Source: an optimization exercise on an open RTL-to-GDS flow (aim: small area, a short achievable clock period and few clock cycles). Production flows keep margins and buffers that such runs may drop.
The RTL was checked by simulation tests, not by an equivalence proof against the original design.
Power and IR drop assume default switching activity.

==> flow/design.v <==
module cpu_multicycle #(
  parameter int DW   = 32,
  parameter int NREG = 32,
  parameter int PCW  = 32
) (
  input  logic             clk,
  input  logic             clrn,
  output logic             imem_req,
  output logic [PCW-1:0]   imem_addr,
  input  logic             imem_valid,
  input  logic [31:0]      imem_inst,
  output logic [PCW-1:0]   pc,
  output logic [DW-1:0]    alu_out,
  output logic             zf_out,
  output logic             sf_out,
  output logic             cf_out,
  output logic             retire,
  output logic             halted
);
  localparam int RW = $clog2(NREG);
  logic [PCW-1:0] fpc_q;               
  logic           req_q;               
  logic [31:0]    ir_q;                
  logic           iv_q;                
  logic [PCW-1:0] epc_q;               
  logic [PCW-1:0] pc_q;                
  logic [DW-1:0]  alu_q;
  logic           zf_q, sf_q, cf_q;
  logic           retire_q, halted_q;
  logic [DW-1:0]  regs_q [1:NREG-1];   
  logic [NREG-1:1] rv_q;               
  logic [5:0]     op_s;
  logic [RW-1:0]  rc_idx_s, ra_idx_s, rb_idx_s;
  logic [15:0]    imm_s;
  logic [DW-1:0]  ra_val_s, rb_val_s, b_s, addb_s;
  logic [4:0]     shamt_s;
  logic [DW:0]    sum_s, shl_s;
  logic           sub_s, alu_op_s, halt_s;
  assign op_s     = ir_q[31:26];
  assign rc_idx_s = ir_q[21 +: RW];
  assign ra_idx_s = ir_q[16 +: RW];
  assign rb_idx_s = ir_q[11 +: RW];
  assign imm_s    = ir_q[15:0];
  always_comb begin
    ra_val_s = {DW{1'b0}};
    rb_val_s = {DW{1'b0}};
    for (int i = 1; i < NREG; i++) begin
      if (ra_idx_s == RW'(i) && rv_q[i]) ra_val_s = regs_q[i];
      if (rb_idx_s == RW'(i) && rv_q[i]) rb_val_s = regs_q[i];
    end
  end
  assign shamt_s = rb_val_s[4:0];
  always_comb begin
    if (op_s[3]) begin
      if (op_s[1:0] == 2'b00) b_s = {{(DW-16){imm_s[15]}}, imm_s};
      else                    b_s = {{(DW-16){1'b0}}, imm_s};
    end else begin
      b_s = rb_val_s;
    end
  end
  assign sub_s  = (op_s == 6'h01);
  assign addb_s = sub_s ? ~b_s : b_s;
  assign sum_s  = {1'b0, ra_val_s} + {1'b0, addb_s} + {{DW{1'b0}}, sub_s};
  assign shl_s  = {1'b0, ra_val_s} << shamt_s;
  logic [DW-1:0] result_s;
  logic          cf_s;
  always_comb begin
    result_s = {DW{1'b0}};
    cf_s     = 1'b0;
    alu_op_s = 1'b0;
    halt_s   = 1'b0;
    case (op_s)
      6'h00, 6'h08: begin result_s = sum_s[DW-1:0]; cf_s = sum_s[DW];  alu_op_s = 1'b1; end
      6'h01:        begin result_s = sum_s[DW-1:0]; cf_s = ~sum_s[DW]; alu_op_s = 1'b1; end
      6'h02, 6'h09: begin result_s = ra_val_s & b_s; alu_op_s = 1'b1; end
      6'h03, 6'h0A: begin result_s = ra_val_s | b_s; alu_op_s = 1'b1; end
      6'h04:        begin result_s = ra_val_s ^ b_s; alu_op_s = 1'b1; end
      6'h05:        begin result_s = shl_s[DW-1:0]; cf_s = shl_s[DW]; alu_op_s = 1'b1; end
      6'h06:        begin result_s = ra_val_s >> shamt_s; alu_op_s = 1'b1; end
      6'h3F:        halt_s = 1'b1;
      default: ;
    endcase
  end
  logic ex_alu_s;
  logic zf_d, sf_d, cf_d;
  assign ex_alu_s = iv_q && alu_op_s;
  assign zf_d = ex_alu_s ? (result_s == {DW{1'b0}}) : zf_q;
  assign sf_d = ex_alu_s ? result_s[DW-1]           : sf_q;
  assign cf_d = ex_alu_s ? cf_s                     : cf_q;
  logic           fdone_s, fhalt_s, taken_s;
  logic [5:0]     fop_s;
  logic [PCW-1:0] fnext_s;
  assign fdone_s = req_q && imem_valid;
  assign fop_s   = imem_inst[31:26];
  assign fhalt_s = (fop_s == 6'h3F);
  always_comb begin
    case (fop_s)
      6'h10:   taken_s = 1'b1;
      6'h11:   taken_s = zf_d;
      6'h12:   taken_s = sf_d;
      6'h13:   taken_s = cf_d;
      default: taken_s = 1'b0;
    endcase
    if (fhalt_s)      fnext_s = fpc_q;
    else if (taken_s) fnext_s = imem_inst[25:18];
    else              fnext_s = fpc_q + {{(PCW-1){1'b0}}, 1'b1};
  end
  always_ff @(posedge clk or negedge clrn) begin
    if (!clrn) begin
      fpc_q    <= {PCW{1'b0}};
      req_q    <= 1'b0;
      iv_q     <= 1'b0;
      pc_q     <= {PCW{1'b0}};
      alu_q    <= {DW{1'b0}};
      zf_q     <= 1'b0;
      sf_q     <= 1'b0;
      cf_q     <= 1'b0;
      retire_q <= 1'b0;
      halted_q <= 1'b0;
      rv_q     <= '0;
    end else begin
      req_q    <= !(fdone_s && fhalt_s) && !(iv_q && halt_s) && !halted_q;
      if (fdone_s) fpc_q <= fnext_s;
      iv_q     <= fdone_s;
      pc_q     <= epc_q;
      retire_q <= iv_q && !halt_s;
      if (iv_q && halt_s) halted_q <= 1'b1;
      if (ex_alu_s) begin
        alu_q <= result_s;
        zf_q  <= zf_d;
        sf_q  <= sf_d;
        cf_q  <= cf_d;
        if (rc_idx_s != {RW{1'b0}}) rv_q[rc_idx_s] <= 1'b1;
      end
    end
  end
  always_ff @(posedge clk) begin
    ir_q  <= imem_inst;
    epc_q <= fpc_q;
  end
  always_ff @(posedge clk) begin
    if (ex_alu_s && (rc_idx_s != {RW{1'b0}})) regs_q[rc_idx_s] <= result_s;
  end
  assign imem_req  = req_q;
  assign imem_addr = fpc_q;
  assign pc        = pc_q;
  assign alu_out   = alu_q;
  assign zf_out    = zf_q;
  assign sf_out    = sf_q;
  assign cf_out    = cf_q;
  assign retire    = retire_q;
  assign halted    = halted_q;
endmodule
module cpu_top (
  input  logic        clk,
  input  logic        clrn,
  output logic        imem_req,
  output logic [7:0]  imem_addr,
  input  logic        imem_valid,
  input  logic [31:0] imem_inst,
  output logic [7:0]  pc,
  output logic [31:0] alu_out,
  output logic        zf_out,
  output logic        sf_out,
  output logic        cf_out,
  output logic        retire,
  output logic        halted
);
  cpu_multicycle #(.DW(32), .NREG(32), .PCW(8)) u_core (
    .clk       (clk),
    .clrn      (clrn),
    .imem_req  (imem_req),
    .imem_addr (imem_addr),
    .imem_valid(imem_valid),
    .imem_inst (imem_inst),
    .pc        (pc),
    .alu_out   (alu_out),
    .zf_out    (zf_out),
    .sf_out    (sf_out),
    .cf_out    (cf_out),
    .retire    (retire),
    .halted    (halted)
  );
endmodule
==> flow/run.sh <==
#!/bin/bash
# synth_recipe.tcl (not shown) runs the flow's synth.tcl, then flattens the netlist and writes it again
# the make line also repeats each setting of config.mk as NAME=value (left out here)
make -C /OpenROAD-flow-scripts/flow DESIGN_CONFIG=/design/flow/config.mk WORK_HOME=/design/flow/orfs CLKGATE_MAP_FILE= SYNTH_SCRIPT=/design/flow/synth_recipe.tcl finish
==> flow/config.mk <==
export PLATFORM = sky130hd
export DESIGN_NAME = cpu_top
export DESIGN_NICKNAME = cpu_top
export VERILOG_FILES = /design/flow/design.v
export SDC_FILE = /design/flow/constraint.sdc
export NUM_CORES = 4
export LEC_CHECK = 0
export CAP_MARGIN = 20
export CORE_MARGIN = 2
export CORE_UTILIZATION = 30
export SLEW_MARGIN = 20
==> flow/constraint.sdc <==
create_clock -name core_clock -period 10.0 [get_ports {clk}]
set_input_delay 2.0000 -clock core_clock [delete_from_list [all_inputs] [get_ports {clk}]]
set_output_delay 2.0000 -clock core_clock [all_outputs]
set_load 0.01 [all_outputs]
==> results.txt <==
[metal layers]
metal / wire [um] / up-vias / track usage (%)
met2: 137000 / 6084 / 47.9
met5: 341 / - / 0
met3: 53600 / 1711 / 14.2
met4: 29800 / 32 / 23.3
met1: 113000 / 26787 / 40.1
li1: - / 20365 / -
[worst max path at each step]
stage                          from         endpoint  slack [ns]  cells after the start
global placement    u_core.ir_q[19]  u_core.fpc_q[3]        0.91                     26
detailed placement  u_core.ir_q[16]  u_core.fpc_q[2]        1.14                     28
finish              u_core.ir_q[16]  u_core.fpc_q[2]        0.62                     24
CTS                 u_core.ir_q[16]  u_core.fpc_q[2]        1.08                     28
global route        u_core.ir_q[13]  u_core.fpc_q[2]        0.37                     37
floorplan           u_core.ir_q[12]  u_core.fpc_q[1]        1.92                     36
[state kept, by name, summed over array words and instances (netlist names)]
signal	count
u_core.halted_q	1
u_core.sf_q	1
u_core.regs_q	992
u_core.fpc_q	8
u_core.iv_q	1
u_core.epc_q	8
u_core.cf_q	1
u_core.req_q	1
u_core.retire_q	1
u_core.alu_q	32
u_core.zf_q	1
u_core.pc_q	8
u_core.rv_q	31
u_core.ir_q	32
[cells in the final DEF (no fill, tap or decap), types with 24 or more instances in the layout]
| cell | instances |
|---|---|
| edfxtp_1 | 992 |
| nand2_1 | 437 |
| a22oi_1 | 437 |
| buf_4 | 287 |
| nor2_1 | 207 |
| a21oi_1 | 189 |
| nor3_1 | 180 |
| nand3_1 | 171 |
| o21ai_0 | 166 |
| and3_1 | 133 |
| mux2i_1 | 117 |
| clkbuf_16 | 117 |
| nand4_1 | 113 |
| inv_1 | 110 |
| ha_1 | 109 |
| a221oi_1 | 89 |
| clkdlybuf4s50_1 | 87 |
| dfrtp_1 | 86 |
| o22ai_1 | 65 |
| a2111oi_0 | 64 |
| a22o_1 | 57 |
| a31oi_1 | 56 |
| a222oi_1 | 52 |
| xnor2_1 | 44 |
| o211ai_1 | 37 |
| dfxtp_1 | 37 |
| a211oi_1 | 36 |
| nor2_4 | 34 |
| o21bai_1 | 34 |
| and2_1 | 32 |
| nor4_1 | 30 |
| diode_2 | 29 |
| a21o_1 | 27 |
| clkinv_2 | 26 |
| nand3b_1 | 25 |
| nand2b_1 | 24 |
[stage by stage]
step / hold WS [ns] / power, mW / utilization (%) / std cells / area, um2
floorplan: 0.316 / 5.68 / - / 5025 / 57100
finish: 0.327 / 10.8 / 35.2 / 7791 / 66700
global placement: 0.317 / 6.14 / 32.9 / 7542 / 62500
detailed placement: 0.320 / 6.14 / 33.0 / 7542 / 62500
global route: 0.333 / 11.0 / 35.1 / 7768 / 66600
CTS: 0.328 / 10.8 / 35.1 / 7761 / 66600
[report_power, final]
group | internal, mW | switching, mW
clock network | 2.70 | 2.03
logic | 0.273 | 0.554
registers | 5.12 | 0.140
[logic make-up (layout without fill, tap and decap cells)]
family | count (synthesis) | in the layout | synth area share [%]
compound gates | 1526 | 1526 | 19.4
xor+xnor | 56 | 56 | 0.859
simple gates | 1592 | 1592 | 14.2
buf+inv | 492 | 718 | 3.37
fa+ha+maj | 110 | 110 | 2.42
flops | 1118 | 1118 | 57.4
mux | 131 | 131 | 2.33
other cells | 0 | 29 | 0
[final cells by class]
cell class,instances,area [um2]
fillers,18481,123000
flip-flops and latches,1118,32700
multi-input cells,3415,22900
repair buffers,385,3240
well taps,2511,3140
clock buffers,137,3030
clock inverters,82,1050
inverters,114,428
diodes,29,72.6
==> results.tsv <==
stage	metric	value	unit
run_status	status	timing/DRC/antenna clean	
global_routing	number of global-route vias before repair	50603	
detailed_routing	ANT nets after route	0	
worst_setup_path	cell chain of the critical path	and3b_1 > and2_1 > buf_4 > a22oi_1 > nand3_1 > or4_1 > a222oi_1 > buf_4 > inv_1 > ha_1 > a21oi_1 > o32ai_1 > a221oi_1 > o221ai_1 > a221oi_1 > nand4_1 > nor3_1 > nand4b_1 > nor4_2 > nand4_1 > nor4_2 > o21ai_4 > or2_0 > o211ai_1	
clock_tree	H-tree Lvls	3	
clock_tree	maximum clock path buffer count	3	
floorplanning	die width	440	um
power	LEAKAGE	25.2	nW
sta	Final Setup Violations	0	
run	max-cap violation count	0	
detailed_routing	DR vias/cell	7.06	
synth	#FFs+latches synth	1118	
synth	Mean Syn Cell Area	11.4	um2
synth	asr flop ratio synth	7.69	%
worst_setup_path	crit end category	flip-flop	
worst_setup_path	WP data required	10.65	ns
worst_setup_path	Critical path buffers and inverters	3	
synth	leading area contributor after synthesis	edfxtp_1	
power	Worst VDD drop	0.148	mV
synth	Seq/Total Area, Yosys	57.4	%
clock_tree	post-CTS setup buffer count	0	
global_routing	initial antenna violation count	36	
global_routing	Tot GR Track Use	33.3	%
synth	Synth area leaders	edfxtp_1, a22oi_1, dfrtp_1, nand2_1, ha_1	
global_routing	pin count of the biggest net entering global routing	60	
clock_tree	clock sink count	1118	
worst_setup_path	worst reg2reg endpoint	u_core.fpc_q[2]	
sta	final worst-path cycle share	93.8	%
sta	worst-margin pin slew	1.31	ns
worst_setup_path	Startpoint Class	flip-flop	
final_layout	# nets final	5294	
power	Pwr Density	162	mW/mm2
detailed_routing	WL final	334	mm
worst_setup_path	critical path's largest stage delay	1.04	ns
floorplanning	IO Count	89	
sta	Final Critical Period	9.38	ns
synth	Synth warnings	1	
worst_hold_path	worst min path class	reg2reg	
global_routing	global-route wire length before repair	444	mm
worst_setup_path	CP top delay family	simple AND/OR/NAND/NOR gates	
synth	Netlist cell types	97	
clock_tree	Worst-Skew Late Latency	0.83	ns
clock_tree	CTS tree	yes	
placed_design	PortBufs	88	
synth	Synth top cells by count	edfxtp_1, nand2_1, a22oi_1	
worst_hold_path	hold endpoint	u_core.pc_q[0]	
synth	top cell type's share of synthesized area	52.2	%
worst_setup_path	RR Startpoint	u_core.ir_q[16]	
synth	Post-synth EDFFs	992	
sta	Max transition margin	11.9	%
global_routing	GR Overflow Total	0	
clock_tree	Post-CTS Hold Buffers	0	
final_layout	layout cells sized above 1	12.2	%
synth	Net Count, Synth	5170	
floorplanning	Starting Density	30.1	%
worst_setup_path	CP max stage cell	dfxtp_2	
clock_tree	Worst-path clk slew	0.07	ns
sta	fmax	107	MHz
floorplanning	core area	0.190	mm2
detailed_routing	DR iter-0 viols	13019	
synth	Mapped Cells	5025	
placed_design	RePlAce Congestion	1.06	
sta	Max Slew Vio Count	0	
clock_tree	Clock Tree Root	clkbuf_16	
worst_setup_path	worst-case reg-to-reg path depth	24	
detailed_routing	mean routed wirelength per cell	42.8	um
worst_setup_path	CP arrival	10.03	ns
floorplanning	die height	440	um
sta	Final Skew	0.0947	ns
synth	Most used DFF post-synth	edfxtp_1	
worst_setup_path	critical path peak fanout	49	
floorplanning	Rows	160	
final_layout	area grow syn2layout	16.8	%
clock_tree	CTS resizes	0	
worst_setup_path	crit path kind	reg2reg	
sta	Fin. Hold Viols	0	
worst_setup_path	Reg2Reg Setup Slack	0.62	ns
sta	final setup TNS	0	ns
detailed_routing	first-pass detailed-route iteration total	11	
detailed_routing	DRC	0	
floorplanning	die area	0.194	mm2
clock_tree	clock buffer count from CTS	115	
placed_design	DP Wirelength	219	mm
synth	Synth Cell Area	0.0571	mm2
sta	RSZ-0062 raised after global routing	false	
synth	count leader, synth	edfxtp_1	
placed_design	post-place setup slack	1.14	ns
sta	post-route setup slack	0.622	ns
worst_hold_path	Hold Crit Start	u_core.epc_q[0]	
detailed_routing	routed vias	54979	
worst_hold_path	hold depth	0	
Testbench counts, summed over its fixed seeds: cycles 41,325.

## re-timing with driven ports
The flow's constraints put no driver on any port. The routed layout listed below was extracted and timed again, unchanged, in two steps.
Step 1, drivers: a clkbuf_16 drives clk and a buf_2 each remaining input, both assumed.
Step 2 also shifts input and output timing later by t, the mid clock arrival at the registers, as if the neighbouring blocks saw the same clock.
Three values: ideal ports, drivers, drivers and shift; two values: the first two.
shift t [ns]: 0.885
setup slack, ns: 0.622 / 0.622 / 0.622
worst register clock-pin slew, ns: 0.07 / 0.07
worst slew at a driven data input, ns: 0.08
After both steps this run still meets setup and hold. For this run, drivers alone change the setup slack by 0.000 ns; drivers and shift together by 0.000 ns.
